From an optimization exercise on the open Yosys and OpenROAD flow, aimed at small area, a short achievable clock period and few clock cycles per item; shortcuts taken in it are not production practice.
Function was not checked in any run shown here: the RTL went through the layout flow alone.

File: design.v
`timescale 1ns/1ps
module dot_s0 (
    input  logic [7:0] a0, a1, a2, a3,
    input  logic [7:0] b0, b1, b2, b3,
    output logic [69:0] co
);
    logic t0;
    logic t58;
    logic t116;
    logic t232;
    logic t174;
    logic t233;
    logic t1;
    logic t8;
    logic t59;
    logic t234;
    logic t66;
    logic t117;
    logic t124;
    logic t236;
    logic t377;
    logic t175;
    logic t182;
    logic t467;
    logic t468;
    logic t378;
    logic t235;
    logic t237;
    logic t2;
    logic t9;
    logic t16;
    logic t238;
    logic t379;
    logic t60;
    logic t67;
    logic t74;
    logic t240;
    logic t118;
    logic t125;
    logic t132;
    logic t242;
    logic t176;
    logic t183;
    logic t190;
    logic t244;
    logic t381;
    logic t469;
    logic t470;
    logic t380;
    logic t382;
    logic t239;
    logic t241;
    logic t243;
    logic t383;
    logic t471;
    logic t245;
    logic t3;
    logic t10;
    logic t17;
    logic t246;
    logic t24;
    logic t61;
    logic t68;
    logic t248;
    logic t385;
    logic t75;
    logic t82;
    logic t119;
    logic t250;
    logic t126;
    logic t133;
    logic t140;
    logic t252;
    logic t177;
    logic t184;
    logic t191;
    logic t254;
    logic t387;
    logic t198;
    logic t473;
    logic t472;
    logic t474;
    logic t384;
    logic t386;
    logic t388;
    logic t475;
    logic t247;
    logic t249;
    logic t251;
    logic t389;
    logic t253;
    logic t255;
    logic t4;
    logic t11;
    logic t18;
    logic t256;
    logic t391;
    logic t25;
    logic t32;
    logic t62;
    logic t258;
    logic t69;
    logic t76;
    logic t83;
    logic t260;
    logic t90;
    logic t120;
    logic t127;
    logic t262;
    logic t393;
    logic t477;
    logic t134;
    logic t141;
    logic t148;
    logic t264;
    logic t178;
    logic t185;
    logic t192;
    logic t266;
    logic t199;
    logic t395;
    logic t206;
    logic t476;
    logic t478;
    logic t390;
    logic t392;
    logic t394;
    logic t479;
    logic t396;
    logic t257;
    logic t259;
    logic t261;
    logic t397;
    logic t263;
    logic t265;
    logic t267;
    logic t399;
    logic t481;
    logic t5;
    logic t12;
    logic t19;
    logic t268;
    logic t26;
    logic t33;
    logic t40;
    logic t270;
    logic t63;
    logic t70;
    logic t77;
    logic t272;
    logic t401;
    logic t84;
    logic t91;
    logic t98;
    logic t274;
    logic t121;
    logic t128;
    logic t135;
    logic t276;
    logic t142;
    logic t149;
    logic t156;
    logic t278;
    logic t403;
    logic t179;
    logic t186;
    logic t193;
    logic t280;
    logic t483;
    logic t200;
    logic t207;
    logic t214;
    logic t282;
    logic t480;
    logic t482;
    logic t484;
    logic t398;
    logic t400;
    logic t402;
    logic t485;
    logic t404;
    logic t269;
    logic t271;
    logic t273;
    logic t405;
    logic t275;
    logic t277;
    logic t279;
    logic t407;
    logic t487;
    logic t281;
    logic t283;
    logic t6;
    logic t13;
    logic t20;
    logic t284;
    logic t409;
    logic t27;
    logic t34;
    logic t41;
    logic t286;
    logic t47;
    logic t64;
    logic t71;
    logic t288;
    logic t78;
    logic t85;
    logic t92;
    logic t290;
    logic t411;
    logic t99;
    logic t105;
    logic t122;
    logic t292;
    logic t129;
    logic t136;
    logic t143;
    logic t294;
    logic t150;
    logic t157;
    logic t163;
    logic t296;
    logic t413;
    logic t489;
    logic t180;
    logic t187;
    logic t194;
    logic t298;
    logic t201;
    logic t208;
    logic t215;
    logic t300;
    logic t221;
    logic t415;
    logic t486;
    logic t488;
    logic t490;
    logic t406;
    logic t408;
    logic t410;
    logic t491;
    logic t412;
    logic t414;
    logic t416;
    logic t493;
    logic t285;
    logic t287;
    logic t289;
    logic t417;
    logic t291;
    logic t293;
    logic t295;
    logic t419;
    logic t297;
    logic t299;
    logic t301;
    logic t421;
    logic t495;
    logic t7;
    logic t14;
    logic t21;
    logic t302;
    logic t28;
    logic t35;
    logic t42;
    logic t304;
    logic t48;
    logic t53;
    logic t65;
    logic t306;
    logic t423;
    logic t72;
    logic t79;
    logic t86;
    logic t308;
    logic t93;
    logic t100;
    logic t106;
    logic t310;
    logic t111;
    logic t123;
    logic t130;
    logic t312;
    logic t425;
    logic t137;
    logic t144;
    logic t151;
    logic t314;
    logic t158;
    logic t164;
    logic t169;
    logic t316;
    logic t181;
    logic t188;
    logic t195;
    logic t318;
    logic t427;
    logic t497;
    logic t202;
    logic t209;
    logic t216;
    logic t320;
    logic t222;
    logic t227;
    logic t322;
    logic t499;
    logic t492;
    logic t494;
    logic t496;
    logic t498;
    logic t500;
    logic t418;
    logic t420;
    logic t422;
    logic t501;
    logic t424;
    logic t426;
    logic t428;
    logic t503;
    logic t303;
    logic t305;
    logic t307;
    logic t429;
    logic t309;
    logic t311;
    logic t313;
    logic t431;
    logic t315;
    logic t317;
    logic t319;
    logic t433;
    logic t505;
    logic t321;
    logic t323;
    logic t15;
    logic t22;
    logic t29;
    logic t324;
    logic t435;
    logic t36;
    logic t43;
    logic t49;
    logic t326;
    logic t54;
    logic t73;
    logic t80;
    logic t328;
    logic t87;
    logic t94;
    logic t101;
    logic t330;
    logic t437;
    logic t107;
    logic t112;
    logic t131;
    logic t332;
    logic t138;
    logic t145;
    logic t152;
    logic t334;
    logic t159;
    logic t165;
    logic t170;
    logic t336;
    logic t439;
    logic t507;
    logic t189;
    logic t196;
    logic t203;
    logic t338;
    logic t210;
    logic t217;
    logic t223;
    logic t340;
    logic t228;
    logic t441;
    logic t502;
    logic t504;
    logic t506;
    logic t508;
    logic t430;
    logic t432;
    logic t434;
    logic t509;
    logic t436;
    logic t438;
    logic t440;
    logic t511;
    logic t442;
    logic t325;
    logic t327;
    logic t329;
    logic t443;
    logic t331;
    logic t333;
    logic t335;
    logic t445;
    logic t513;
    logic t337;
    logic t339;
    logic t341;
    logic t447;
    logic t23;
    logic t30;
    logic t37;
    logic t342;
    logic t44;
    logic t50;
    logic t55;
    logic t344;
    logic t81;
    logic t88;
    logic t95;
    logic t346;
    logic t449;
    logic t102;
    logic t108;
    logic t113;
    logic t348;
    logic t139;
    logic t146;
    logic t153;
    logic t350;
    logic t160;
    logic t166;
    logic t171;
    logic t352;
    logic t451;
    logic t515;
    logic t197;
    logic t204;
    logic t211;
    logic t354;
    logic t218;
    logic t224;
    logic t229;
    logic t356;
    logic t517;
    logic t510;
    logic t512;
    logic t514;
    logic t516;
    logic t518;
    logic t444;
    logic t446;
    logic t448;
    logic t519;
    logic t450;
    logic t452;
    logic t343;
    logic t345;
    logic t347;
    logic t453;
    logic t521;
    logic t349;
    logic t351;
    logic t353;
    logic t455;
    logic t355;
    logic t357;
    logic t31;
    logic t38;
    logic t45;
    logic t358;
    logic t457;
    logic t51;
    logic t56;
    logic t89;
    logic t360;
    logic t96;
    logic t103;
    logic t109;
    logic t362;
    logic t114;
    logic t147;
    logic t154;
    logic t364;
    logic t459;
    logic t523;
    logic t161;
    logic t167;
    logic t172;
    logic t366;
    logic t205;
    logic t212;
    logic t219;
    logic t368;
    logic t225;
    logic t230;
    logic t370;
    logic t461;
    logic t520;
    logic t522;
    logic t524;
    logic t454;
    logic t456;
    logic t458;
    logic t525;
    logic t460;
    logic t462;
    logic t359;
    logic t361;
    logic t363;
    logic t463;
    logic t526;
    logic t365;
    logic t367;
    logic t369;
    logic t464;
    logic t371;
    logic t39;
    logic t46;
    logic t52;
    logic t372;
    logic t57;
    logic t97;
    logic t104;
    logic t373;
    logic t465;
    logic t110;
    logic t115;
    logic t155;
    logic t374;
    logic t162;
    logic t168;
    logic t173;
    logic t375;
    logic t213;
    logic t220;
    logic t226;
    logic t376;
    logic t466;
    logic t527;
    logic t231;
    assign t0 = a0[0] & b0[0];
    assign t58 = a1[0] & b1[0];
    assign t116 = a2[0] & b2[0];
    assign t232 = t0 ^ t58 ^ t116;
    assign t174 = a3[0] & b3[0];
    assign t233 = (t0 & t58) | (t0 & t116) | (t58 & t116);
    assign t1 = a0[0] & b0[1];
    assign t8 = a0[1] & b0[0];
    assign t59 = a1[0] & b1[1];
    assign t234 = t1 ^ t8 ^ t59;
    assign t66 = a1[1] & b1[0];
    assign t117 = a2[0] & b2[1];
    assign t124 = a2[1] & b2[0];
    assign t236 = t66 ^ t117 ^ t124;
    assign t377 = t233 ^ t234 ^ t236;
    assign t175 = a3[0] & b3[1];
    assign t182 = a3[1] & b3[0];
    assign t467 = t377 ^ t175 ^ t182;
    assign t468 = (t377 & t175) | (t377 & t182) | (t175 & t182);
    assign t378 = (t233 & t234) | (t233 & t236) | (t234 & t236);
    assign t235 = (t1 & t8) | (t1 & t59) | (t8 & t59);
    assign t237 = (t66 & t117) | (t66 & t124) | (t117 & t124);
    assign t2 = a0[0] & b0[2];
    assign t9 = a0[1] & b0[1];
    assign t16 = a0[2] & b0[0];
    assign t238 = t2 ^ t9 ^ t16;
    assign t379 = t235 ^ t237 ^ t238;
    assign t60 = a1[0] & b1[2];
    assign t67 = a1[1] & b1[1];
    assign t74 = a1[2] & b1[0];
    assign t240 = t60 ^ t67 ^ t74;
    assign t118 = a2[0] & b2[2];
    assign t125 = a2[1] & b2[1];
    assign t132 = a2[2] & b2[0];
    assign t242 = t118 ^ t125 ^ t132;
    assign t176 = a3[0] & b3[2];
    assign t183 = a3[1] & b3[1];
    assign t190 = a3[2] & b3[0];
    assign t244 = t176 ^ t183 ^ t190;
    assign t381 = t240 ^ t242 ^ t244;
    assign t469 = t378 ^ t379 ^ t381;
    assign t470 = (t378 & t379) | (t378 & t381) | (t379 & t381);
    assign t380 = (t235 & t237) | (t235 & t238) | (t237 & t238);
    assign t382 = (t240 & t242) | (t240 & t244) | (t242 & t244);
    assign t239 = (t2 & t9) | (t2 & t16) | (t9 & t16);
    assign t241 = (t60 & t67) | (t60 & t74) | (t67 & t74);
    assign t243 = (t118 & t125) | (t118 & t132) | (t125 & t132);
    assign t383 = t239 ^ t241 ^ t243;
    assign t471 = t380 ^ t382 ^ t383;
    assign t245 = (t176 & t183) | (t176 & t190) | (t183 & t190);
    assign t3 = a0[0] & b0[3];
    assign t10 = a0[1] & b0[2];
    assign t17 = a0[2] & b0[1];
    assign t246 = t3 ^ t10 ^ t17;
    assign t24 = a0[3] & b0[0];
    assign t61 = a1[0] & b1[3];
    assign t68 = a1[1] & b1[2];
    assign t248 = t24 ^ t61 ^ t68;
    assign t385 = t245 ^ t246 ^ t248;
    assign t75 = a1[2] & b1[1];
    assign t82 = a1[3] & b1[0];
    assign t119 = a2[0] & b2[3];
    assign t250 = t75 ^ t82 ^ t119;
    assign t126 = a2[1] & b2[2];
    assign t133 = a2[2] & b2[1];
    assign t140 = a2[3] & b2[0];
    assign t252 = t126 ^ t133 ^ t140;
    assign t177 = a3[0] & b3[3];
    assign t184 = a3[1] & b3[2];
    assign t191 = a3[2] & b3[1];
    assign t254 = t177 ^ t184 ^ t191;
    assign t387 = t250 ^ t252 ^ t254;
    assign t198 = a3[3] & b3[0];
    assign t473 = t385 ^ t387 ^ t198;
    assign t472 = (t380 & t382) | (t380 & t383) | (t382 & t383);
    assign t474 = (t385 & t387) | (t385 & t198) | (t387 & t198);
    assign t384 = (t239 & t241) | (t239 & t243) | (t241 & t243);
    assign t386 = (t245 & t246) | (t245 & t248) | (t246 & t248);
    assign t388 = (t250 & t252) | (t250 & t254) | (t252 & t254);
    assign t475 = t384 ^ t386 ^ t388;
    assign t247 = (t3 & t10) | (t3 & t17) | (t10 & t17);
    assign t249 = (t24 & t61) | (t24 & t68) | (t61 & t68);
    assign t251 = (t75 & t82) | (t75 & t119) | (t82 & t119);
    assign t389 = t247 ^ t249 ^ t251;
    assign t253 = (t126 & t133) | (t126 & t140) | (t133 & t140);
    assign t255 = (t177 & t184) | (t177 & t191) | (t184 & t191);
    assign t4 = a0[0] & b0[4];
    assign t11 = a0[1] & b0[3];
    assign t18 = a0[2] & b0[2];
    assign t256 = t4 ^ t11 ^ t18;
    assign t391 = t253 ^ t255 ^ t256;
    assign t25 = a0[3] & b0[1];
    assign t32 = a0[4] & b0[0];
    assign t62 = a1[0] & b1[4];
    assign t258 = t25 ^ t32 ^ t62;
    assign t69 = a1[1] & b1[3];
    assign t76 = a1[2] & b1[2];
    assign t83 = a1[3] & b1[1];
    assign t260 = t69 ^ t76 ^ t83;
    assign t90 = a1[4] & b1[0];
    assign t120 = a2[0] & b2[4];
    assign t127 = a2[1] & b2[3];
    assign t262 = t90 ^ t120 ^ t127;
    assign t393 = t258 ^ t260 ^ t262;
    assign t477 = t389 ^ t391 ^ t393;
    assign t134 = a2[2] & b2[2];
    assign t141 = a2[3] & b2[1];
    assign t148 = a2[4] & b2[0];
    assign t264 = t134 ^ t141 ^ t148;
    assign t178 = a3[0] & b3[4];
    assign t185 = a3[1] & b3[3];
    assign t192 = a3[2] & b3[2];
    assign t266 = t178 ^ t185 ^ t192;
    assign t199 = a3[3] & b3[1];
    assign t395 = t264 ^ t266 ^ t199;
    assign t206 = a3[4] & b3[0];
    assign t476 = (t384 & t386) | (t384 & t388) | (t386 & t388);
    assign t478 = (t389 & t391) | (t389 & t393) | (t391 & t393);
    assign t390 = (t247 & t249) | (t247 & t251) | (t249 & t251);
    assign t392 = (t253 & t255) | (t253 & t256) | (t255 & t256);
    assign t394 = (t258 & t260) | (t258 & t262) | (t260 & t262);
    assign t479 = t390 ^ t392 ^ t394;
    assign t396 = (t264 & t266) | (t264 & t199) | (t266 & t199);
    assign t257 = (t4 & t11) | (t4 & t18) | (t11 & t18);
    assign t259 = (t25 & t32) | (t25 & t62) | (t32 & t62);
    assign t261 = (t69 & t76) | (t69 & t83) | (t76 & t83);
    assign t397 = t257 ^ t259 ^ t261;
    assign t263 = (t90 & t120) | (t90 & t127) | (t120 & t127);
    assign t265 = (t134 & t141) | (t134 & t148) | (t141 & t148);
    assign t267 = (t178 & t185) | (t178 & t192) | (t185 & t192);
    assign t399 = t263 ^ t265 ^ t267;
    assign t481 = t396 ^ t397 ^ t399;
    assign t5 = a0[0] & b0[5];
    assign t12 = a0[1] & b0[4];
    assign t19 = a0[2] & b0[3];
    assign t268 = t5 ^ t12 ^ t19;
    assign t26 = a0[3] & b0[2];
    assign t33 = a0[4] & b0[1];
    assign t40 = a0[5] & b0[0];
    assign t270 = t26 ^ t33 ^ t40;
    assign t63 = a1[0] & b1[5];
    assign t70 = a1[1] & b1[4];
    assign t77 = a1[2] & b1[3];
    assign t272 = t63 ^ t70 ^ t77;
    assign t401 = t268 ^ t270 ^ t272;
    assign t84 = a1[3] & b1[2];
    assign t91 = a1[4] & b1[1];
    assign t98 = a1[5] & b1[0];
    assign t274 = t84 ^ t91 ^ t98;
    assign t121 = a2[0] & b2[5];
    assign t128 = a2[1] & b2[4];
    assign t135 = a2[2] & b2[3];
    assign t276 = t121 ^ t128 ^ t135;
    assign t142 = a2[3] & b2[2];
    assign t149 = a2[4] & b2[1];
    assign t156 = a2[5] & b2[0];
    assign t278 = t142 ^ t149 ^ t156;
    assign t403 = t274 ^ t276 ^ t278;
    assign t179 = a3[0] & b3[5];
    assign t186 = a3[1] & b3[4];
    assign t193 = a3[2] & b3[3];
    assign t280 = t179 ^ t186 ^ t193;
    assign t483 = t401 ^ t403 ^ t280;
    assign t200 = a3[3] & b3[2];
    assign t207 = a3[4] & b3[1];
    assign t214 = a3[5] & b3[0];
    assign t282 = t200 ^ t207 ^ t214;
    assign t480 = (t390 & t392) | (t390 & t394) | (t392 & t394);
    assign t482 = (t396 & t397) | (t396 & t399) | (t397 & t399);
    assign t484 = (t401 & t403) | (t401 & t280) | (t403 & t280);
    assign t398 = (t257 & t259) | (t257 & t261) | (t259 & t261);
    assign t400 = (t263 & t265) | (t263 & t267) | (t265 & t267);
    assign t402 = (t268 & t270) | (t268 & t272) | (t270 & t272);
    assign t485 = t398 ^ t400 ^ t402;
    assign t404 = (t274 & t276) | (t274 & t278) | (t276 & t278);
    assign t269 = (t5 & t12) | (t5 & t19) | (t12 & t19);
    assign t271 = (t26 & t33) | (t26 & t40) | (t33 & t40);
    assign t273 = (t63 & t70) | (t63 & t77) | (t70 & t77);
    assign t405 = t269 ^ t271 ^ t273;
    assign t275 = (t84 & t91) | (t84 & t98) | (t91 & t98);
    assign t277 = (t121 & t128) | (t121 & t135) | (t128 & t135);
    assign t279 = (t142 & t149) | (t142 & t156) | (t149 & t156);
    assign t407 = t275 ^ t277 ^ t279;
    assign t487 = t404 ^ t405 ^ t407;
    assign t281 = (t179 & t186) | (t179 & t193) | (t186 & t193);
    assign t283 = (t200 & t207) | (t200 & t214) | (t207 & t214);
    assign t6 = a0[0] & b0[6];
    assign t13 = a0[1] & b0[5];
    assign t20 = a0[2] & b0[4];
    assign t284 = t6 ^ t13 ^ t20;
    assign t409 = t281 ^ t283 ^ t284;
    assign t27 = a0[3] & b0[3];
    assign t34 = a0[4] & b0[2];
    assign t41 = a0[5] & b0[1];
    assign t286 = t27 ^ t34 ^ t41;
    assign t47 = a0[6] & b0[0];
    assign t64 = a1[0] & b1[6];
    assign t71 = a1[1] & b1[5];
    assign t288 = t47 ^ t64 ^ t71;
    assign t78 = a1[2] & b1[4];
    assign t85 = a1[3] & b1[3];
    assign t92 = a1[4] & b1[2];
    assign t290 = t78 ^ t85 ^ t92;
    assign t411 = t286 ^ t288 ^ t290;
    assign t99 = a1[5] & b1[1];
    assign t105 = a1[6] & b1[0];
    assign t122 = a2[0] & b2[6];
    assign t292 = t99 ^ t105 ^ t122;
    assign t129 = a2[1] & b2[5];
    assign t136 = a2[2] & b2[4];
    assign t143 = a2[3] & b2[3];
    assign t294 = t129 ^ t136 ^ t143;
    assign t150 = a2[4] & b2[2];
    assign t157 = a2[5] & b2[1];
    assign t163 = a2[6] & b2[0];
    assign t296 = t150 ^ t157 ^ t163;
    assign t413 = t292 ^ t294 ^ t296;
    assign t489 = t409 ^ t411 ^ t413;
    assign t180 = a3[0] & b3[6];
    assign t187 = a3[1] & b3[5];
    assign t194 = a3[2] & b3[4];
    assign t298 = t180 ^ t187 ^ t194;
    assign t201 = a3[3] & b3[3];
    assign t208 = a3[4] & b3[2];
    assign t215 = a3[5] & b3[1];
    assign t300 = t201 ^ t208 ^ t215;
    assign t221 = a3[6] & b3[0];
    assign t415 = t298 ^ t300 ^ t221;
    assign t486 = (t398 & t400) | (t398 & t402) | (t400 & t402);
    assign t488 = (t404 & t405) | (t404 & t407) | (t405 & t407);
    assign t490 = (t409 & t411) | (t409 & t413) | (t411 & t413);
    assign t406 = (t269 & t271) | (t269 & t273) | (t271 & t273);
    assign t408 = (t275 & t277) | (t275 & t279) | (t277 & t279);
    assign t410 = (t281 & t283) | (t281 & t284) | (t283 & t284);
    assign t491 = t406 ^ t408 ^ t410;
    assign t412 = (t286 & t288) | (t286 & t290) | (t288 & t290);
    assign t414 = (t292 & t294) | (t292 & t296) | (t294 & t296);
    assign t416 = (t298 & t300) | (t298 & t221) | (t300 & t221);
    assign t493 = t412 ^ t414 ^ t416;
    assign t285 = (t6 & t13) | (t6 & t20) | (t13 & t20);
    assign t287 = (t27 & t34) | (t27 & t41) | (t34 & t41);
    assign t289 = (t47 & t64) | (t47 & t71) | (t64 & t71);
    assign t417 = t285 ^ t287 ^ t289;
    assign t291 = (t78 & t85) | (t78 & t92) | (t85 & t92);
    assign t293 = (t99 & t105) | (t99 & t122) | (t105 & t122);
    assign t295 = (t129 & t136) | (t129 & t143) | (t136 & t143);
    assign t419 = t291 ^ t293 ^ t295;
    assign t297 = (t150 & t157) | (t150 & t163) | (t157 & t163);
    assign t299 = (t180 & t187) | (t180 & t194) | (t187 & t194);
    assign t301 = (t201 & t208) | (t201 & t215) | (t208 & t215);
    assign t421 = t297 ^ t299 ^ t301;
    assign t495 = t417 ^ t419 ^ t421;
    assign t7 = ~(a0[0] & b0[7]);
    assign t14 = a0[1] & b0[6];
    assign t21 = a0[2] & b0[5];
    assign t302 = t7 ^ t14 ^ t21;
    assign t28 = a0[3] & b0[4];
    assign t35 = a0[4] & b0[3];
    assign t42 = a0[5] & b0[2];
    assign t304 = t28 ^ t35 ^ t42;
    assign t48 = a0[6] & b0[1];
    assign t53 = ~(a0[7] & b0[0]);
    assign t65 = ~(a1[0] & b1[7]);
    assign t306 = t48 ^ t53 ^ t65;
    assign t423 = t302 ^ t304 ^ t306;
    assign t72 = a1[1] & b1[6];
    assign t79 = a1[2] & b1[5];
    assign t86 = a1[3] & b1[4];
    assign t308 = t72 ^ t79 ^ t86;
    assign t93 = a1[4] & b1[3];
    assign t100 = a1[5] & b1[2];
    assign t106 = a1[6] & b1[1];
    assign t310 = t93 ^ t100 ^ t106;
    assign t111 = ~(a1[7] & b1[0]);
    assign t123 = ~(a2[0] & b2[7]);
    assign t130 = a2[1] & b2[6];
    assign t312 = t111 ^ t123 ^ t130;
    assign t425 = t308 ^ t310 ^ t312;
    assign t137 = a2[2] & b2[5];
    assign t144 = a2[3] & b2[4];
    assign t151 = a2[4] & b2[3];
    assign t314 = t137 ^ t144 ^ t151;
    assign t158 = a2[5] & b2[2];
    assign t164 = a2[6] & b2[1];
    assign t169 = ~(a2[7] & b2[0]);
    assign t316 = t158 ^ t164 ^ t169;
    assign t181 = ~(a3[0] & b3[7]);
    assign t188 = a3[1] & b3[6];
    assign t195 = a3[2] & b3[5];
    assign t318 = t181 ^ t188 ^ t195;
    assign t427 = t314 ^ t316 ^ t318;
    assign t497 = t423 ^ t425 ^ t427;
    assign t202 = a3[3] & b3[4];
    assign t209 = a3[4] & b3[3];
    assign t216 = a3[5] & b3[2];
    assign t320 = t202 ^ t209 ^ t216;
    assign t222 = a3[6] & b3[1];
    assign t227 = ~(a3[7] & b3[0]);
    assign t322 = t222 ^ t227;
    assign t499 = t320 ^ t322;
    assign t492 = (t406 & t408) | (t406 & t410) | (t408 & t410);
    assign t494 = (t412 & t414) | (t412 & t416) | (t414 & t416);
    assign t496 = (t417 & t419) | (t417 & t421) | (t419 & t421);
    assign t498 = (t423 & t425) | (t423 & t427) | (t425 & t427);
    assign t500 = t320 & t322;
    assign t418 = (t285 & t287) | (t285 & t289) | (t287 & t289);
    assign t420 = (t291 & t293) | (t291 & t295) | (t293 & t295);
    assign t422 = (t297 & t299) | (t297 & t301) | (t299 & t301);
    assign t501 = t418 ^ t420 ^ t422;
    assign t424 = (t302 & t304) | (t302 & t306) | (t304 & t306);
    assign t426 = (t308 & t310) | (t308 & t312) | (t310 & t312);
    assign t428 = (t314 & t316) | (t314 & t318) | (t316 & t318);
    assign t503 = t424 ^ t426 ^ t428;
    assign t303 = (t7 & t14) | (t7 & t21) | (t14 & t21);
    assign t305 = (t28 & t35) | (t28 & t42) | (t35 & t42);
    assign t307 = (t48 & t53) | (t48 & t65) | (t53 & t65);
    assign t429 = t303 ^ t305 ^ t307;
    assign t309 = (t72 & t79) | (t72 & t86) | (t79 & t86);
    assign t311 = (t93 & t100) | (t93 & t106) | (t100 & t106);
    assign t313 = (t111 & t123) | (t111 & t130) | (t123 & t130);
    assign t431 = t309 ^ t311 ^ t313;
    assign t315 = (t137 & t144) | (t137 & t151) | (t144 & t151);
    assign t317 = (t158 & t164) | (t158 & t169) | (t164 & t169);
    assign t319 = (t181 & t188) | (t181 & t195) | (t188 & t195);
    assign t433 = t315 ^ t317 ^ t319;
    assign t505 = t429 ^ t431 ^ t433;
    assign t321 = (t202 & t209) | (t202 & t216) | (t209 & t216);
    assign t323 = t222 & t227;
    assign t15 = ~(a0[1] & b0[7]);
    assign t22 = a0[2] & b0[6];
    assign t29 = a0[3] & b0[5];
    assign t324 = t15 ^ t22 ^ t29;
    assign t435 = t321 ^ t323 ^ t324;
    assign t36 = a0[4] & b0[4];
    assign t43 = a0[5] & b0[3];
    assign t49 = a0[6] & b0[2];
    assign t326 = t36 ^ t43 ^ t49;
    assign t54 = ~(a0[7] & b0[1]);
    assign t73 = ~(a1[1] & b1[7]);
    assign t80 = a1[2] & b1[6];
    assign t328 = t54 ^ t73 ^ t80;
    assign t87 = a1[3] & b1[5];
    assign t94 = a1[4] & b1[4];
    assign t101 = a1[5] & b1[3];
    assign t330 = t87 ^ t94 ^ t101;
    assign t437 = t326 ^ t328 ^ t330;
    assign t107 = a1[6] & b1[2];
    assign t112 = ~(a1[7] & b1[1]);
    assign t131 = ~(a2[1] & b2[7]);
    assign t332 = t107 ^ t112 ^ t131;
    assign t138 = a2[2] & b2[6];
    assign t145 = a2[3] & b2[5];
    assign t152 = a2[4] & b2[4];
    assign t334 = t138 ^ t145 ^ t152;
    assign t159 = a2[5] & b2[3];
    assign t165 = a2[6] & b2[2];
    assign t170 = ~(a2[7] & b2[1]);
    assign t336 = t159 ^ t165 ^ t170;
    assign t439 = t332 ^ t334 ^ t336;
    assign t507 = t435 ^ t437 ^ t439;
    assign t189 = ~(a3[1] & b3[7]);
    assign t196 = a3[2] & b3[6];
    assign t203 = a3[3] & b3[5];
    assign t338 = t189 ^ t196 ^ t203;
    assign t210 = a3[4] & b3[4];
    assign t217 = a3[5] & b3[3];
    assign t223 = a3[6] & b3[2];
    assign t340 = t210 ^ t217 ^ t223;
    assign t228 = ~(a3[7] & b3[1]);
    assign t441 = t338 ^ t340 ^ t228;
    assign t502 = (t418 & t420) | (t418 & t422) | (t420 & t422);
    assign t504 = (t424 & t426) | (t424 & t428) | (t426 & t428);
    assign t506 = (t429 & t431) | (t429 & t433) | (t431 & t433);
    assign t508 = (t435 & t437) | (t435 & t439) | (t437 & t439);
    assign t430 = (t303 & t305) | (t303 & t307) | (t305 & t307);
    assign t432 = (t309 & t311) | (t309 & t313) | (t311 & t313);
    assign t434 = (t315 & t317) | (t315 & t319) | (t317 & t319);
    assign t509 = t430 ^ t432 ^ t434;
    assign t436 = (t321 & t323) | (t321 & t324) | (t323 & t324);
    assign t438 = (t326 & t328) | (t326 & t330) | (t328 & t330);
    assign t440 = (t332 & t334) | (t332 & t336) | (t334 & t336);
    assign t511 = t436 ^ t438 ^ t440;
    assign t442 = (t338 & t340) | (t338 & t228) | (t340 & t228);
    assign t325 = (t15 & t22) | (t15 & t29) | (t22 & t29);
    assign t327 = (t36 & t43) | (t36 & t49) | (t43 & t49);
    assign t329 = (t54 & t73) | (t54 & t80) | (t73 & t80);
    assign t443 = t325 ^ t327 ^ t329;
    assign t331 = (t87 & t94) | (t87 & t101) | (t94 & t101);
    assign t333 = (t107 & t112) | (t107 & t131) | (t112 & t131);
    assign t335 = (t138 & t145) | (t138 & t152) | (t145 & t152);
    assign t445 = t331 ^ t333 ^ t335;
    assign t513 = t442 ^ t443 ^ t445;
    assign t337 = (t159 & t165) | (t159 & t170) | (t165 & t170);
    assign t339 = (t189 & t196) | (t189 & t203) | (t196 & t203);
    assign t341 = (t210 & t217) | (t210 & t223) | (t217 & t223);
    assign t447 = t337 ^ t339 ^ t341;
    assign t23 = ~(a0[2] & b0[7]);
    assign t30 = a0[3] & b0[6];
    assign t37 = a0[4] & b0[5];
    assign t342 = t23 ^ t30 ^ t37;
    assign t44 = a0[5] & b0[4];
    assign t50 = a0[6] & b0[3];
    assign t55 = ~(a0[7] & b0[2]);
    assign t344 = t44 ^ t50 ^ t55;
    assign t81 = ~(a1[2] & b1[7]);
    assign t88 = a1[3] & b1[6];
    assign t95 = a1[4] & b1[5];
    assign t346 = t81 ^ t88 ^ t95;
    assign t449 = t342 ^ t344 ^ t346;
    assign t102 = a1[5] & b1[4];
    assign t108 = a1[6] & b1[3];
    assign t113 = ~(a1[7] & b1[2]);
    assign t348 = t102 ^ t108 ^ t113;
    assign t139 = ~(a2[2] & b2[7]);
    assign t146 = a2[3] & b2[6];
    assign t153 = a2[4] & b2[5];
    assign t350 = t139 ^ t146 ^ t153;
    assign t160 = a2[5] & b2[4];
    assign t166 = a2[6] & b2[3];
    assign t171 = ~(a2[7] & b2[2]);
    assign t352 = t160 ^ t166 ^ t171;
    assign t451 = t348 ^ t350 ^ t352;
    assign t515 = t447 ^ t449 ^ t451;
    assign t197 = ~(a3[2] & b3[7]);
    assign t204 = a3[3] & b3[6];
    assign t211 = a3[4] & b3[5];
    assign t354 = t197 ^ t204 ^ t211;
    assign t218 = a3[5] & b3[4];
    assign t224 = a3[6] & b3[3];
    assign t229 = ~(a3[7] & b3[2]);
    assign t356 = t218 ^ t224 ^ t229;
    assign t517 = t354 ^ t356;
    assign t510 = (t430 & t432) | (t430 & t434) | (t432 & t434);
    assign t512 = (t436 & t438) | (t436 & t440) | (t438 & t440);
    assign t514 = (t442 & t443) | (t442 & t445) | (t443 & t445);
    assign t516 = (t447 & t449) | (t447 & t451) | (t449 & t451);
    assign t518 = t354 & t356;
    assign t444 = (t325 & t327) | (t325 & t329) | (t327 & t329);
    assign t446 = (t331 & t333) | (t331 & t335) | (t333 & t335);
    assign t448 = (t337 & t339) | (t337 & t341) | (t339 & t341);
    assign t519 = t444 ^ t446 ^ t448;
    assign t450 = (t342 & t344) | (t342 & t346) | (t344 & t346);
    assign t452 = (t348 & t350) | (t348 & t352) | (t350 & t352);
    assign t343 = (t23 & t30) | (t23 & t37) | (t30 & t37);
    assign t345 = (t44 & t50) | (t44 & t55) | (t50 & t55);
    assign t347 = (t81 & t88) | (t81 & t95) | (t88 & t95);
    assign t453 = t343 ^ t345 ^ t347;
    assign t521 = t450 ^ t452 ^ t453;
    assign t349 = (t102 & t108) | (t102 & t113) | (t108 & t113);
    assign t351 = (t139 & t146) | (t139 & t153) | (t146 & t153);
    assign t353 = (t160 & t166) | (t160 & t171) | (t166 & t171);
    assign t455 = t349 ^ t351 ^ t353;
    assign t355 = (t197 & t204) | (t197 & t211) | (t204 & t211);
    assign t357 = (t218 & t224) | (t218 & t229) | (t224 & t229);
    assign t31 = ~(a0[3] & b0[7]);
    assign t38 = a0[4] & b0[6];
    assign t45 = a0[5] & b0[5];
    assign t358 = t31 ^ t38 ^ t45;
    assign t457 = t355 ^ t357 ^ t358;
    assign t51 = a0[6] & b0[4];
    assign t56 = ~(a0[7] & b0[3]);
    assign t89 = ~(a1[3] & b1[7]);
    assign t360 = t51 ^ t56 ^ t89;
    assign t96 = a1[4] & b1[6];
    assign t103 = a1[5] & b1[5];
    assign t109 = a1[6] & b1[4];
    assign t362 = t96 ^ t103 ^ t109;
    assign t114 = ~(a1[7] & b1[3]);
    assign t147 = ~(a2[3] & b2[7]);
    assign t154 = a2[4] & b2[6];
    assign t364 = t114 ^ t147 ^ t154;
    assign t459 = t360 ^ t362 ^ t364;
    assign t523 = t455 ^ t457 ^ t459;
    assign t161 = a2[5] & b2[5];
    assign t167 = a2[6] & b2[4];
    assign t172 = ~(a2[7] & b2[3]);
    assign t366 = t161 ^ t167 ^ t172;
    assign t205 = ~(a3[3] & b3[7]);
    assign t212 = a3[4] & b3[6];
    assign t219 = a3[5] & b3[5];
    assign t368 = t205 ^ t212 ^ t219;
    assign t225 = a3[6] & b3[4];
    assign t230 = ~(a3[7] & b3[3]);
    assign t370 = t225 ^ t230 ^ 1'b1;
    assign t461 = t366 ^ t368 ^ t370;
    assign t520 = (t444 & t446) | (t444 & t448) | (t446 & t448);
    assign t522 = (t450 & t452) | (t450 & t453) | (t452 & t453);
    assign t524 = (t455 & t457) | (t455 & t459) | (t457 & t459);
    assign t454 = (t343 & t345) | (t343 & t347) | (t345 & t347);
    assign t456 = (t349 & t351) | (t349 & t353) | (t351 & t353);
    assign t458 = (t355 & t357) | (t355 & t358) | (t357 & t358);
    assign t525 = t454 ^ t456 ^ t458;
    assign t460 = (t360 & t362) | (t360 & t364) | (t362 & t364);
    assign t462 = (t366 & t368) | (t366 & t370) | (t368 & t370);
    assign t359 = (t31 & t38) | (t31 & t45) | (t38 & t45);
    assign t361 = (t51 & t56) | (t51 & t89) | (t56 & t89);
    assign t363 = (t96 & t103) | (t96 & t109) | (t103 & t109);
    assign t463 = t359 ^ t361 ^ t363;
    assign t526 = t460 ^ t462 ^ t463;
    assign t365 = (t114 & t147) | (t114 & t154) | (t147 & t154);
    assign t367 = (t161 & t167) | (t161 & t172) | (t167 & t172);
    assign t369 = (t205 & t212) | (t205 & t219) | (t212 & t219);
    assign t464 = t365 ^ t367 ^ t369;
    assign t371 = (t225 & t230) | (t225 & 1'b1) | (t230 & 1'b1);
    assign t39 = ~(a0[4] & b0[7]);
    assign t46 = a0[5] & b0[6];
    assign t52 = a0[6] & b0[5];
    assign t372 = t39 ^ t46 ^ t52;
    assign t57 = ~(a0[7] & b0[4]);
    assign t97 = ~(a1[4] & b1[7]);
    assign t104 = a1[5] & b1[6];
    assign t373 = t57 ^ t97 ^ t104;
    assign t465 = t371 ^ t372 ^ t373;
    assign t110 = a1[6] & b1[5];
    assign t115 = ~(a1[7] & b1[4]);
    assign t155 = ~(a2[4] & b2[7]);
    assign t374 = t110 ^ t115 ^ t155;
    assign t162 = a2[5] & b2[6];
    assign t168 = a2[6] & b2[5];
    assign t173 = ~(a2[7] & b2[4]);
    assign t375 = t162 ^ t168 ^ t173;
    assign t213 = ~(a3[4] & b3[7]);
    assign t220 = a3[5] & b3[6];
    assign t226 = a3[6] & b3[5];
    assign t376 = t213 ^ t220 ^ t226;
    assign t466 = t374 ^ t375 ^ t376;
    assign t527 = t464 ^ t465 ^ t466;
    assign t231 = ~(a3[7] & b3[4]);
    assign co[0] = t232;
    assign co[1] = t174;
    assign co[2] = t467;
    assign co[3] = t468;
    assign co[4] = t469;
    assign co[5] = t470;
    assign co[6] = t471;
    assign co[7] = t473;
    assign co[8] = t472;
    assign co[9] = t474;
    assign co[10] = t475;
    assign co[11] = t477;
    assign co[12] = t395;
    assign co[13] = t206;
    assign co[14] = t476;
    assign co[15] = t478;
    assign co[16] = t479;
    assign co[17] = t481;
    assign co[18] = t483;
    assign co[19] = t282;
    assign co[20] = t480;
    assign co[21] = t482;
    assign co[22] = t484;
    assign co[23] = t485;
    assign co[24] = t487;
    assign co[25] = t489;
    assign co[26] = t415;
    assign co[27] = t486;
    assign co[28] = t488;
    assign co[29] = t490;
    assign co[30] = t491;
    assign co[31] = t493;
    assign co[32] = t495;
    assign co[33] = t497;
    assign co[34] = t499;
    assign co[35] = t492;
    assign co[36] = t494;
    assign co[37] = t496;
    assign co[38] = t498;
    assign co[39] = t500;
    assign co[40] = t501;
    assign co[41] = t503;
    assign co[42] = t505;
    assign co[43] = t507;
    assign co[44] = t441;
    assign co[45] = t502;
    assign co[46] = t504;
    assign co[47] = t506;
    assign co[48] = t508;
    assign co[49] = t509;
    assign co[50] = t511;
    assign co[51] = t513;
    assign co[52] = t515;
    assign co[53] = t517;
    assign co[54] = t510;
    assign co[55] = t512;
    assign co[56] = t514;
    assign co[57] = t516;
    assign co[58] = t518;
    assign co[59] = t519;
    assign co[60] = t521;
    assign co[61] = t523;
    assign co[62] = t461;
    assign co[63] = t520;
    assign co[64] = t522;
    assign co[65] = t524;
    assign co[66] = t525;
    assign co[67] = t526;
    assign co[68] = t527;
    assign co[69] = t231;
endmodule
module dot_s1 (
    input  logic [69:0] ci,
    output logic [24:0] co
);
    logic t528;
    logic t529;
    logic t530;
    logic t532;
    logic t566;
    logic t567;
    logic t531;
    logic t533;
    logic t534;
    logic t568;
    logic t536;
    logic t590;
    logic t591;
    logic t569;
    logic t535;
    logic t537;
    logic t538;
    logic t570;
    logic t540;
    logic t592;
    logic t593;
    logic t571;
    logic t539;
    logic t541;
    logic t542;
    logic t572;
    logic t544;
    logic t574;
    logic t594;
    logic t595;
    logic t573;
    logic t575;
    logic t543;
    logic t545;
    logic t546;
    logic t576;
    logic t596;
    logic t548;
    logic t550;
    logic t578;
    logic t597;
    logic t577;
    logic t579;
    logic t547;
    logic t549;
    logic t551;
    logic t580;
    logic t598;
    logic t552;
    logic t554;
    logic t556;
    logic t582;
    logic t599;
    logic t581;
    logic t583;
    logic t553;
    logic t555;
    logic t557;
    logic t584;
    logic t600;
    logic t558;
    logic t560;
    logic t562;
    logic t586;
    logic t601;
    logic t585;
    logic t587;
    logic t559;
    logic t561;
    logic t563;
    logic t588;
    logic t602;
    logic t564;
    logic t565;
    logic t589;
    assign t528 = ci[5] ^ ci[6] ^ ci[7];
    assign t529 = (ci[5] & ci[6]) | (ci[5] & ci[7]) | (ci[6] & ci[7]);
    assign t530 = ci[8] ^ ci[9] ^ ci[10];
    assign t532 = ci[11] ^ ci[12] ^ ci[13];
    assign t566 = t529 ^ t530 ^ t532;
    assign t567 = (t529 & t530) | (t529 & t532) | (t530 & t532);
    assign t531 = (ci[8] & ci[9]) | (ci[8] & ci[10]) | (ci[9] & ci[10]);
    assign t533 = (ci[11] & ci[12]) | (ci[11] & ci[13]) | (ci[12] & ci[13]);
    assign t534 = ci[14] ^ ci[15] ^ ci[16];
    assign t568 = t531 ^ t533 ^ t534;
    assign t536 = ci[17] ^ ci[18] ^ ci[19];
    assign t590 = t567 ^ t568 ^ t536;
    assign t591 = (t567 & t568) | (t567 & t536) | (t568 & t536);
    assign t569 = (t531 & t533) | (t531 & t534) | (t533 & t534);
    assign t535 = (ci[14] & ci[15]) | (ci[14] & ci[16]) | (ci[15] & ci[16]);
    assign t537 = (ci[17] & ci[18]) | (ci[17] & ci[19]) | (ci[18] & ci[19]);
    assign t538 = ci[20] ^ ci[21] ^ ci[22];
    assign t570 = t535 ^ t537 ^ t538;
    assign t540 = ci[23] ^ ci[24] ^ ci[25];
    assign t592 = t569 ^ t570 ^ t540;
    assign t593 = (t569 & t570) | (t569 & t540) | (t570 & t540);
    assign t571 = (t535 & t537) | (t535 & t538) | (t537 & t538);
    assign t539 = (ci[20] & ci[21]) | (ci[20] & ci[22]) | (ci[21] & ci[22]);
    assign t541 = (ci[23] & ci[24]) | (ci[23] & ci[25]) | (ci[24] & ci[25]);
    assign t542 = ci[27] ^ ci[28] ^ ci[29];
    assign t572 = t539 ^ t541 ^ t542;
    assign t544 = ci[30] ^ ci[31] ^ ci[32];
    assign t574 = t544 ^ ci[33] ^ ci[34];
    assign t594 = t571 ^ t572 ^ t574;
    assign t595 = (t571 & t572) | (t571 & t574) | (t572 & t574);
    assign t573 = (t539 & t541) | (t539 & t542) | (t541 & t542);
    assign t575 = (t544 & ci[33]) | (t544 & ci[34]) | (ci[33] & ci[34]);
    assign t543 = (ci[27] & ci[28]) | (ci[27] & ci[29]) | (ci[28] & ci[29]);
    assign t545 = (ci[30] & ci[31]) | (ci[30] & ci[32]) | (ci[31] & ci[32]);
    assign t546 = ci[35] ^ ci[36] ^ ci[37];
    assign t576 = t543 ^ t545 ^ t546;
    assign t596 = t573 ^ t575 ^ t576;
    assign t548 = ci[38] ^ ci[39] ^ ci[40];
    assign t550 = ci[41] ^ ci[42] ^ ci[43];
    assign t578 = t548 ^ t550 ^ ci[44];
    assign t597 = (t573 & t575) | (t573 & t576) | (t575 & t576);
    assign t577 = (t543 & t545) | (t543 & t546) | (t545 & t546);
    assign t579 = (t548 & t550) | (t548 & ci[44]) | (t550 & ci[44]);
    assign t547 = (ci[35] & ci[36]) | (ci[35] & ci[37]) | (ci[36] & ci[37]);
    assign t549 = (ci[38] & ci[39]) | (ci[38] & ci[40]) | (ci[39] & ci[40]);
    assign t551 = (ci[41] & ci[42]) | (ci[41] & ci[43]) | (ci[42] & ci[43]);
    assign t580 = t547 ^ t549 ^ t551;
    assign t598 = t577 ^ t579 ^ t580;
    assign t552 = ci[45] ^ ci[46] ^ ci[47];
    assign t554 = ci[48] ^ ci[49] ^ ci[50];
    assign t556 = ci[51] ^ ci[52] ^ ci[53];
    assign t582 = t552 ^ t554 ^ t556;
    assign t599 = (t577 & t579) | (t577 & t580) | (t579 & t580);
    assign t581 = (t547 & t549) | (t547 & t551) | (t549 & t551);
    assign t583 = (t552 & t554) | (t552 & t556) | (t554 & t556);
    assign t553 = (ci[45] & ci[46]) | (ci[45] & ci[47]) | (ci[46] & ci[47]);
    assign t555 = (ci[48] & ci[49]) | (ci[48] & ci[50]) | (ci[49] & ci[50]);
    assign t557 = (ci[51] & ci[52]) | (ci[51] & ci[53]) | (ci[52] & ci[53]);
    assign t584 = t553 ^ t555 ^ t557;
    assign t600 = t581 ^ t583 ^ t584;
    assign t558 = ci[54] ^ ci[55] ^ ci[56];
    assign t560 = ci[57] ^ ci[58] ^ ci[59];
    assign t562 = ci[60] ^ ci[61] ^ ci[62];
    assign t586 = t558 ^ t560 ^ t562;
    assign t601 = (t581 & t583) | (t581 & t584) | (t583 & t584);
    assign t585 = (t553 & t555) | (t553 & t557) | (t555 & t557);
    assign t587 = (t558 & t560) | (t558 & t562) | (t560 & t562);
    assign t559 = (ci[54] & ci[55]) | (ci[54] & ci[56]) | (ci[55] & ci[56]);
    assign t561 = (ci[57] & ci[58]) | (ci[57] & ci[59]) | (ci[58] & ci[59]);
    assign t563 = (ci[60] & ci[61]) | (ci[60] & ci[62]) | (ci[61] & ci[62]);
    assign t588 = t559 ^ t561 ^ t563;
    assign t602 = t585 ^ t587 ^ t588;
    assign t564 = ci[63] ^ ci[64] ^ ci[65];
    assign t565 = ci[66] ^ ci[67] ^ ci[68];
    assign t589 = t564 ^ t565 ^ ci[69];
    assign co[0] = ci[0];
    assign co[1] = ci[1];
    assign co[2] = ci[2];
    assign co[3] = ci[3];
    assign co[4] = ci[4];
    assign co[5] = t528;
    assign co[6] = t566;
    assign co[7] = t590;
    assign co[8] = t591;
    assign co[9] = t592;
    assign co[10] = ci[26];
    assign co[11] = t593;
    assign co[12] = t594;
    assign co[13] = t595;
    assign co[14] = t596;
    assign co[15] = t578;
    assign co[16] = t597;
    assign co[17] = t598;
    assign co[18] = t582;
    assign co[19] = t599;
    assign co[20] = t600;
    assign co[21] = t586;
    assign co[22] = t601;
    assign co[23] = t602;
    assign co[24] = t589;
endmodule
module dot_s2 (
    input  logic [24:0] ci,
    output logic [7:0] res
);
    logic t603;
    logic t604;
    logic t605;
    logic t606;
    logic t607;
    logic t608;
    logic t609;
    logic t610;
    logic t611;
    logic t612;
    logic t613;
    logic t614;
    logic t615;
    logic t616;
    logic t617;
    assign t603 = ci[0] ^ ci[1];
    assign t604 = ci[0] & ci[1];
    assign t605 = ci[3] ^ ci[4];
    assign t606 = ci[3] & ci[4];
    assign t607 = ci[8] ^ ci[9] ^ ci[10];
    assign t608 = (ci[8] & ci[9]) | (ci[8] & ci[10]) | (ci[9] & ci[10]);
    assign t609 = ci[11] ^ ci[12];
    assign t610 = ci[11] & ci[12];
    assign t611 = ci[13] ^ ci[14] ^ ci[15];
    assign t612 = (ci[13] & ci[14]) | (ci[13] & ci[15]) | (ci[14] & ci[15]);
    assign t613 = ci[16] ^ ci[17] ^ ci[18];
    assign t614 = (ci[16] & ci[17]) | (ci[16] & ci[18]) | (ci[17] & ci[18]);
    assign t615 = ci[19] ^ ci[20] ^ ci[21];
    assign t616 = (ci[19] & ci[20]) | (ci[19] & ci[21]) | (ci[20] & ci[21]);
    assign t617 = ci[22] ^ ci[23] ^ ci[24];
    logic [11:0] r0, r1, s;
    assign r0 = {t616, t614, t612, t610, t608, t607, ci[7], ci[6], t606, t605, t604, t603};
    assign r1 = {t617, t615, t613, t611, t609, 1'b0, 1'b0, 1'b0, ci[5], 1'b0, ci[2], 1'b0};
    assign s = r0 + r1;
    assign res = s[11:4];
endmodule
`timescale 1ns/1ps
module systolic_mm_top (
    input  logic                  clk,
    input  logic                  rst,
    input  logic                  in_valid,
    input  logic [8-1:0] in_data,
    output logic                  out_valid,
    output logic [8-1:0] out_data,
    output logic                  busy,
    output logic                  done
);
    localparam int LAT = 3;
    logic       acc_en;   
    logic [4:0] cnt;      
    logic       cv;       
    logic [3:0] n;        
    logic       take;
    logic       vq;       
    logic [4:0] iq;       
    logic       rot;
    logic [1:0] rowsel;
    logic [LAT-1:0] vp;   
    logic [LAT-1:0] lp;   
    logic [LAT:0] lpx;    
    assign take = in_valid && acc_en;
    assign lpx  = {lp, cv && n == 4'd15};
    assign rot  = cv && (n[3:2] != 2'd0 || n[1:0] == 2'd3);
    always_ff @(posedge clk or negedge rst) begin
        if (!rst) begin
            acc_en <= 1'b1;
            cnt    <= '0;
            cv     <= 1'b0;
            n      <= '0;
            vq     <= 1'b0;
            iq     <= '0;
            vp     <= '0;
            lp     <= '0;
            busy   <= 1'b0;
        end else begin
            vq <= take;
            iq <= cnt;
            if (take) begin
                cnt <= cnt + 5'd1;
                if (cnt == 5'd31) acc_en <= 1'b0;
            end
            if (lpx[LAT-1]) acc_en <= 1'b1;  
            if (take && cnt[4:2] == 3'b111) begin
                cv <= 1'b1;
                n  <= {2'b00, cnt[1:0]};
            end else if (rot && n != 4'd15) begin
                cv <= 1'b1;
                n  <= n + 4'd1;
            end else begin
                cv <= 1'b0;
            end
            vp <= LAT'({vp, cv});
            lp <= lpx[LAT-1:0];
            if (take && cnt == 5'd0) busy <= 1'b1;
            else if (done)           busy <= 1'b0;
        end
    end
    assign out_valid = vp[LAT-1];
    assign done      = lp[LAT-1];
    logic [7:0] a_mem [16];
    logic [7:0] bq    [16];
    always_ff @(posedge clk) begin
        if (vq && !iq[4]) a_mem[iq[3:0]] <= bq[0];
    end
    always_ff @(posedge clk) begin
        bq[0] <= rot ? bq[3] : in_data;
        if (rot) begin
            for (int r = 0; r < 4; r++) begin
                bq[4*r+1] <= bq[4*r];
                bq[4*r+2] <= bq[4*r+1];
                bq[4*r+3] <= bq[4*r+2];
            end
            bq[4]  <= bq[7];
            bq[8]  <= bq[11];
            bq[12] <= bq[15];
        end else if (vq && iq[4]) begin
            for (int p = 1; p < 16; p++) bq[p] <= bq[p-1];
        end
    end
    assign rowsel = cv ? (n[3:2] + {1'b0, n[1:0] == 2'd3}) : 2'd0;
    logic [7:0] ta [4];
    logic [7:0] tb [4];
    logic [7:0] res;
    always_ff @(posedge clk) begin
        for (int k = 0; k < 4; k++) ta[k] <= a_mem[{rowsel, 2'(k)}];
    end
    always_comb begin
        for (int k = 0; k < 4; k++) tb[k] = bq[12 - 4*k];
    end
    logic [69:0] c0_d, c0_q;
    dot_s0 u_s0 (.a0(ta[0]), .a1(ta[1]), .a2(ta[2]), .a3(ta[3]), .b0(tb[0]), .b1(tb[1]), .b2(tb[2]), .b3(tb[3]), .co(c0_d));
    always_ff @(posedge clk) c0_q <= c0_d;
    logic [24:0] c1_d, c1_q;
    dot_s1 u_s1 (.ci(c0_q), .co(c1_d));
    always_ff @(posedge clk) c1_q <= c1_d;
    dot_s2 u_s2 (.ci(c1_q), .res(res));
    always_ff @(posedge clk) out_data <= res;
endmodule
File: run.sh
#!/bin/bash
# synth_recipe.tcl (not shown) runs the flow's synth.tcl, then flattens the netlist and writes it again
# the make line also repeats each setting of config.mk as NAME=value (left out here)
make -C /OpenROAD-flow-scripts/flow DESIGN_CONFIG=/design/flow/config.mk WORK_HOME=/design/flow/orfs CLKGATE_MAP_FILE= SYNTH_SCRIPT=/design/flow/synth_recipe.tcl finish
File: config.mk
export PLATFORM = sky130hd
export DESIGN_NAME = systolic_mm_top
export DESIGN_NICKNAME = systolic_mm_top
export VERILOG_FILES = /design/flow/design.v
export SDC_FILE = /design/flow/constraint.sdc
export NUM_CORES = 4
export LEC_CHECK = 0
export CAP_MARGIN = 20
export CORE_MARGIN = 2
export CORE_UTILIZATION = 40
export SETUP_SLACK_MARGIN = 3.0
export SLEW_MARGIN = 20
File: constraint.sdc
create_clock -name core_clock -period 6.0 [get_ports {clk}]
set_input_delay 1.2000 -clock core_clock [delete_from_list [all_inputs] [get_ports {clk}]]
set_output_delay 1.2000 -clock core_clock [all_outputs]
set_load 0.01 [all_outputs]
==> results of run 1 <==
-- cell usage in the layout, fill, tap and decap left out, types with 5 or more instances in the layout --
| master | n |
|---|---|
| clkbuf_1 | 14 |
| and2_1 | 106 |
| nor2_1 | 17 |
| ha_1 | 16 |
| dfxtp_1 | 141 |
| xnor2_1 | 35 |
| buf_4 | 9 |
| mux4_2 | 32 |
| inv_1 | 162 |
| dfrtp_1 | 23 |
| xor2_1 | 12 |
| clkinv_1 | 5 |
| bufinv_16 | 5 |
| clkbuf_16 | 43 |
| fa_1 | 177 |
| clkdlybuf4s50_1 | 20 |
| mux2_2 | 33 |
| nand2_1 | 133 |
| a21oi_1 | 5 |
| edfxtp_1 | 248 |
-- cell families after synthesis --
family	count (synthesis)	synth area share, %
AO/OA/AOI/OAI	15	0.517
XOR/XNOR	49	2.45
adder cells (fa/ha/maj)	193	20.4
buffers and inverters	172	3.67
flip-flops	415	59.3
multiplexers	66	5.99
AND/OR/NAND/NOR	287	7.69
-- layer usage --
layer | global-route usage (%) | up-vias | part of all wire, %
met5 | 0 | - | 0
met4 | 5.60 | 0 | 2.5
met2 | 27.3 | 227 | 50
li1 | - | 4055 | -
met3 | 2.87 | 53 | 5.1
met1 | 21.0 | 4730 | 42
-- metrics by stage --
step | setup WS [ps] | hold WS, ps
2_1_floorplan | 3610 | 310
3_3_place_gp | 2550 | 311
3_5_place_dp | 2490 | 314
4_1_cts | 3030 | 326
5_1_grt | 3020 | 334
6_report | 3190 | 325
-- worst max path at each step --
| stage | from | end | cells past startpoint |
|---|---|---|---|
| 2_1_floorplan | n[0]$_DFFE_PN0P_ | bq[10][0]$_DFFE_PP_ | 5 |
| 3_3_place_gp | n[0]$_DFFE_PN0P_ | bq[15][4]$_DFFE_PP_ | 5 |
| 3_5_place_dp | n[0]$_DFFE_PN0P_ | bq[12][6]$_DFFE_PP_ | 5 |
| 4_1_cts | bq[0][6]$_DFF_P_ | c0_q[51]$_DFF_P_ | 5 |
| 5_1_grt | n[0]$_DFFE_PN0P_ | bq[7][2]$_DFFE_PP_ | 5 |
| 6_report | n[0]$_DFFE_PN0P_ | bq[8][4]$_DFFE_PP_ | 5 |
-- area by class of cell --
| type | instances | area [um2] | share of cell area [%] |
|---|---|---|---|
| diodes | 1 | 2.50 | 0.0120 |
| clock buffers | 59 | 1160 | 5.56 |
| clock inverters | 19 | 249 | 1.20 |
| inverters | 162 | 608 | 2.92 |
| multi-input cells | 610 | 6840 | 32.9 |
| flip-flops and latches | 415 | 10900 | 52.5 |
| well taps | 600 | 751 | 3.61 |
| repair buffers | 30 | 273 | 1.31 |
-- worst max-delay path, delay by kind of cell (launching register included) --
kind          cells  cell delay [ps]
fa+ha+maj         1              250
flops             1              400
simple gates      3             1270
buf+inv           1              460
-- what timing repair did --
action / CTS / global route
pin swaps: 0 / 1
endpoints found under the setup margin: 120 / 44
resized for setup: 2 / 1
-- flip-flops by register name, summed over array words and instances (netlist names), 3 cells and up --
register,flops
a_mem,128
bq,128
c0_q,70
ta,32
c1_q,25
out_data,8
cnt,5
iq,5
n,4
lp,3
vp,3
==> results.txt, run 1 <==
Worst-path clk slew=60 ps; number of global-route vias before repair=10000; Hold Path End=c1_q[3]$_DFF_P_; CTS tree=done; Site Rows=78; area post-placement=0.0194 mm2; CTS H-tree lvls=2; pin count of the biggest net entering global routing=80; syn_area_per_cell=15.4 um2; Die X=218 um; drt pass-1 iters=5; slowest CP cell=buf_4; initial DRC count=788; Placeable Area=0.0454 mm2; Post-synth EDFFs=248; status=timing/DRC/antenna clean; arrival time at the worst endpoint=3050 ps; nature of the critical path startpoint=flip-flop; commonest cells in the netlist=edfxtp_1 (248), fa_1 (177), inv_1 (162); f_max=355 MHz; grt ovf=0; R2R depth=5; Worst Skew=14.6 ps; Num CTS Buffers=42; chip height=218 um; drt total wl=36.3 mm; Final HPWL DP=24.9 mm; crit-path max FO=79; syn_nets=1401; Setup-failing EPs final=0; critical path type=flip-flop to flip-flop; Top FF cell, synth=edfxtp_1; Crit Reg-Reg Endpoint=bq[8][4]$_DFFE_PP_; CP cell instances=ha_1 -> or3_1 -> nand2_4 -> nand2_8 -> buf_4; postcts setup bufs=0; fraction of registers with async set/reset=5.78%; FF-to-FF setup slack=3190 ps; fin cells=1896; hold crit path type=flip-flop to flip-flop; Via density=4.78; worst hold path stage count=0; post-synth cell types=41; Sink Count=415; CTS max path bufs=3; Final Max Tran Viols=0; Filler cells=3988; slew margin rel.=32.6%; PortBufs=21; vias post-DR=9065; wire per inst=19.1 um; Clk Latency, worst-skew pair=550 ps; Placer Congestion=0.824; fin area=0.0208 mm2; GRT Total Usage=16.2%; Ys Warns=7; # IOs=22; CTS root buf=clkbuf_16; period utilisation layout=46.9%; Layout Utilization=45.8%; CP peak stage delay=460 ps; Synth Register Bits=415; fraction of layout cells with a size suffix above 1=11.5%; total of max-cap violations=0; CP endpoint kind=flip-flop; cell area after synthesis=0.0184 mm2; Final ANT Viol Nets=0; Gate Count Post-Synth=1197; RSZ-0062 raised after global routing=no; final layout net count=1465; Critical Path RT=6240 ps; min-delay src=c0_q[3]$_DFF_P_; Least-Margin Pin Slew=1010 ps; hold_buf cts=0; Placed Instances=1817; initial antenna violation count=3; post-synthesis sequential area ratio=59.3%; top cells by area, synth=edfxtp_1 (40%), fa_1 (19%), dfxtp_1 (16%); DRC=0; initial core utilization=40.5%; final hold vios=0; top-count cell post-synth=edfxtp_1; setup_tns=0 ps; die area=0.0477 mm2; area added between synthesis and finish=13.1%; post-synth top area share=40.5%; largest area contributor in the netlist=edfxtp_1; RR Startpoint=n[0]$_DFFE_PN0P_; first-pass GRT wire length=57.2 mm; Final min period=2810 ps
==> run 2, diff against run 1 <==
--- a/config.mk
+++ b/config.mk
@@ -10,3 +10,3 @@
 export CORE_UTILIZATION = 40
-export SETUP_SLACK_MARGIN = 3.0
+export SETUP_SLACK_MARGIN = 3.5
 export SLEW_MARGIN = 20
==> run 2 against run 1 <==
Effect of this change: clock-buffer cell count did not move; cell area rose by 2.1%; core utilization up 0.94 points; worst setup slack gained 290 ps; die area unchanged; clock skew grew 0.94 ps; critical path depth grew 1.
==> results.txt, run 2 <==
status=timing/DRC/antenna clean; area added between synthesis and finish=15.4%; Worst Skew=15.6 ps; nature of the critical path startpoint=flip-flop; commonest cells in the netlist=edfxtp_1 (248), fa_1 (177), inv_1 (162); Placer Congestion=0.824; Final Max Tran Viols=0; FF-to-FF setup slack=3470 ps; DRC=0; top cells by area, synth=edfxtp_1 (40%), fa_1 (19%), dfxtp_1 (16%); Least-Margin Pin Slew=912 ps; crit-path max FO=7; largest area contributor in the netlist=edfxtp_1; # diodes=0; RSZ-0062 raised after global routing=yes; initial antenna violation count=4; slew margin rel.=39.0%; Worst-path clk slew=70 ps; setup_tns=0 ps; first-pass GRT wire length=58.3 mm; CTS root buf=clkbuf_16; f_max=396 MHz; area post-placement=0.0194 mm2; grt ovf=0; Synth Register Bits=415; GRT Total Usage=16.5%; initial core utilization=40.5%; critical path type=flip-flop to flip-flop; vias post-DR=9290; number of global-route vias before repair=10300; Ys Warns=7; fraction of layout cells with a size suffix above 1=15.8%; Via density=4.79; post-synth cell types=41; period utilisation layout=42.1%; drt pass-1 iters=5; # IOs=22; Clk Latency, worst-skew pair=550 ps; final hold vios=0; Gate Count Post-Synth=1197; post-route setup slack=3470 ps; CTS max path bufs=3; cell area after synthesis=0.0184 mm2; Critical Path RT=6410 ps; drt total wl=37.1 mm; Num CTS Buffers=42; top-count cell post-synth=edfxtp_1; fin area=0.0212 mm2; CTS tree=done; fraction of registers with async set/reset=5.78%; Post-synth EDFFs=248; most frequent cells in the layout=edfxtp_1 (248), fa_1 (176), inv_1 (159), dfxtp_1 (137), nand2_1 (133); Placeable Area=0.0454 mm2; post-synth top area share=40.5%; syn_nets=1401; final hold slack=325 ps; die area=0.0477 mm2; final layout net count=1511; Filler cells=3963; CP endpoint kind=flip-flop; Final ANT Viol Nets=0; Top FF cell, synth=edfxtp_1; total of max-cap violations=0; Final HPWL DP=24.9 mm; initial DRC count=709; Die X=218 um; Sink Count=415; CTS H-tree lvls=2; post-synthesis sequential area ratio=59.3%; most common cell after layout, fill and taps aside=edfxtp_1; Final min period=2530 ps; syn_area_per_cell=15.4 um2; arrival time at the worst endpoint=2940 ps; pin count of the biggest net entering global routing=43; PortBufs=21; hold crit path type=flip-flop to flip-flop; wire per inst=19.1 um; Site Rows=78; Placement Setup Slack=2490 ps; chip height=218 um; Setup-failing EPs final=0
## run 2: cell counts after synthesis
Identical to the previous run, type by type.
## run 2: timing repair
item,CTS,global route
gates resized for setup,30,17
cloned,1,0
setup buffers,37,8
endpoints found under the setup margin,179,75
pin swaps,9,9
hold buffers,0,0
## run 2: cell type report
class / count / area [um2] / share of cell area [%]
sequential: 415 / 10900 / 51.5
multi-input combinational: 611 / 6900 / 32.5
inverter: 162 / 608 / 2.87
clock inverter: 19 / 249 / 1.17
tap: 600 / 751 / 3.54
clock buffer: 59 / 1160 / 5.45
timing repair buffer: 75 / 634 / 2.99
## run 2: worst paths after layout
kind,from,endpoint,cells after the start
worst max register to register,bq[4][3]$_DFFE_PP_,c0_q[25]$_DFF_P_,6
worst min register to register,c0_q[3]$_DFF_P_,c1_q[3]$_DFF_P_,0
worst max-delay path,bq[4][3]$_DFFE_PP_,c0_q[25]$_DFF_P_,6
min in group asynchronous,rst,cnt[4]$_DFFE_PN0P_,1
worst min-delay path,c0_q[3]$_DFF_P_,c1_q[3]$_DFF_P_,0
max in group asynchronous,rst,acc_en$_DFFE_PN1P_,1
## run 2: cell families (layout without fill, tap and decap cells)
group | after synthesis | after routing | synth area share, %
compound gates | 15 | 15 | 0.517
xor+xnor | 49 | 49 | 2.45
fa+ha+maj | 193 | 193 | 20.4
buf+inv | 172 | 315 | 3.67
flops | 415 | 415 | 59.3
mux | 66 | 66 | 5.99
simple gates | 287 | 288 | 7.69
## run 2: worst max-delay path: stages (launching register included)
cell and delay, ps:
edfxtp_1 540, and2_1 220, fa_1 480, inv_1 50
fa_1 590, inv_1 70, fa_1 440
## run 2: metal layers
layer	part of all wire, %	track usage [%]	up-vias
li1	-	-	4144
met1	43	21.4	4845
met2	49	27.5	229
met3	4.6	2.83	72
met4	3.5	6.73	0
met5	0	0	-
## run 2: metrics by stage
stage	std cells	util (%)
3_3_place_gp	1817	42.7
6_report	1941	46.8
2_1_floorplan	1197	-
5_1_grt	1941	46.8
4_1_cts	1933	46.5
3_5_place_dp	1817	42.7

==> static timing again, ports no longer ideal <==
The results above use ideal ports. As a check the final layouts listed here were re-extracted and re-timed, cells and wires unchanged.
Step 1 (the two cells are an assumption about what drives the block):
set clk [get_ports {clk}]
set_driving_cell -lib_cell sky130_fd_sc_hd__clkbuf_16 $clk
set_driving_cell -lib_cell sky130_fd_sc_hd__buf_2 [delete_from_list [all_inputs] $clk]
Step 2 times the ports against the registers' clock, not the clock port: input delays grow and output delays shrink by t, the midpoint of the rising clock arrivals with the driver on.
a / b / c = ideal ports / drivers / drivers and shift; a / b = the first two.
run | t, ns | setup WS [ns] | latest minus earliest clock arrival (ns)
run 1 | 0.595 | 3.186 / 3.186 / 3.186 | 0.017 / 0.017
run 2 | 0.597 | 3.472 / 3.472 / 3.299 | 0.018 / 0.018
After both steps every run listed still meets setup and hold. The setup slack of run 2, which loses most, moves by 0.000 ns with the drivers and by -0.173 ns with both steps.
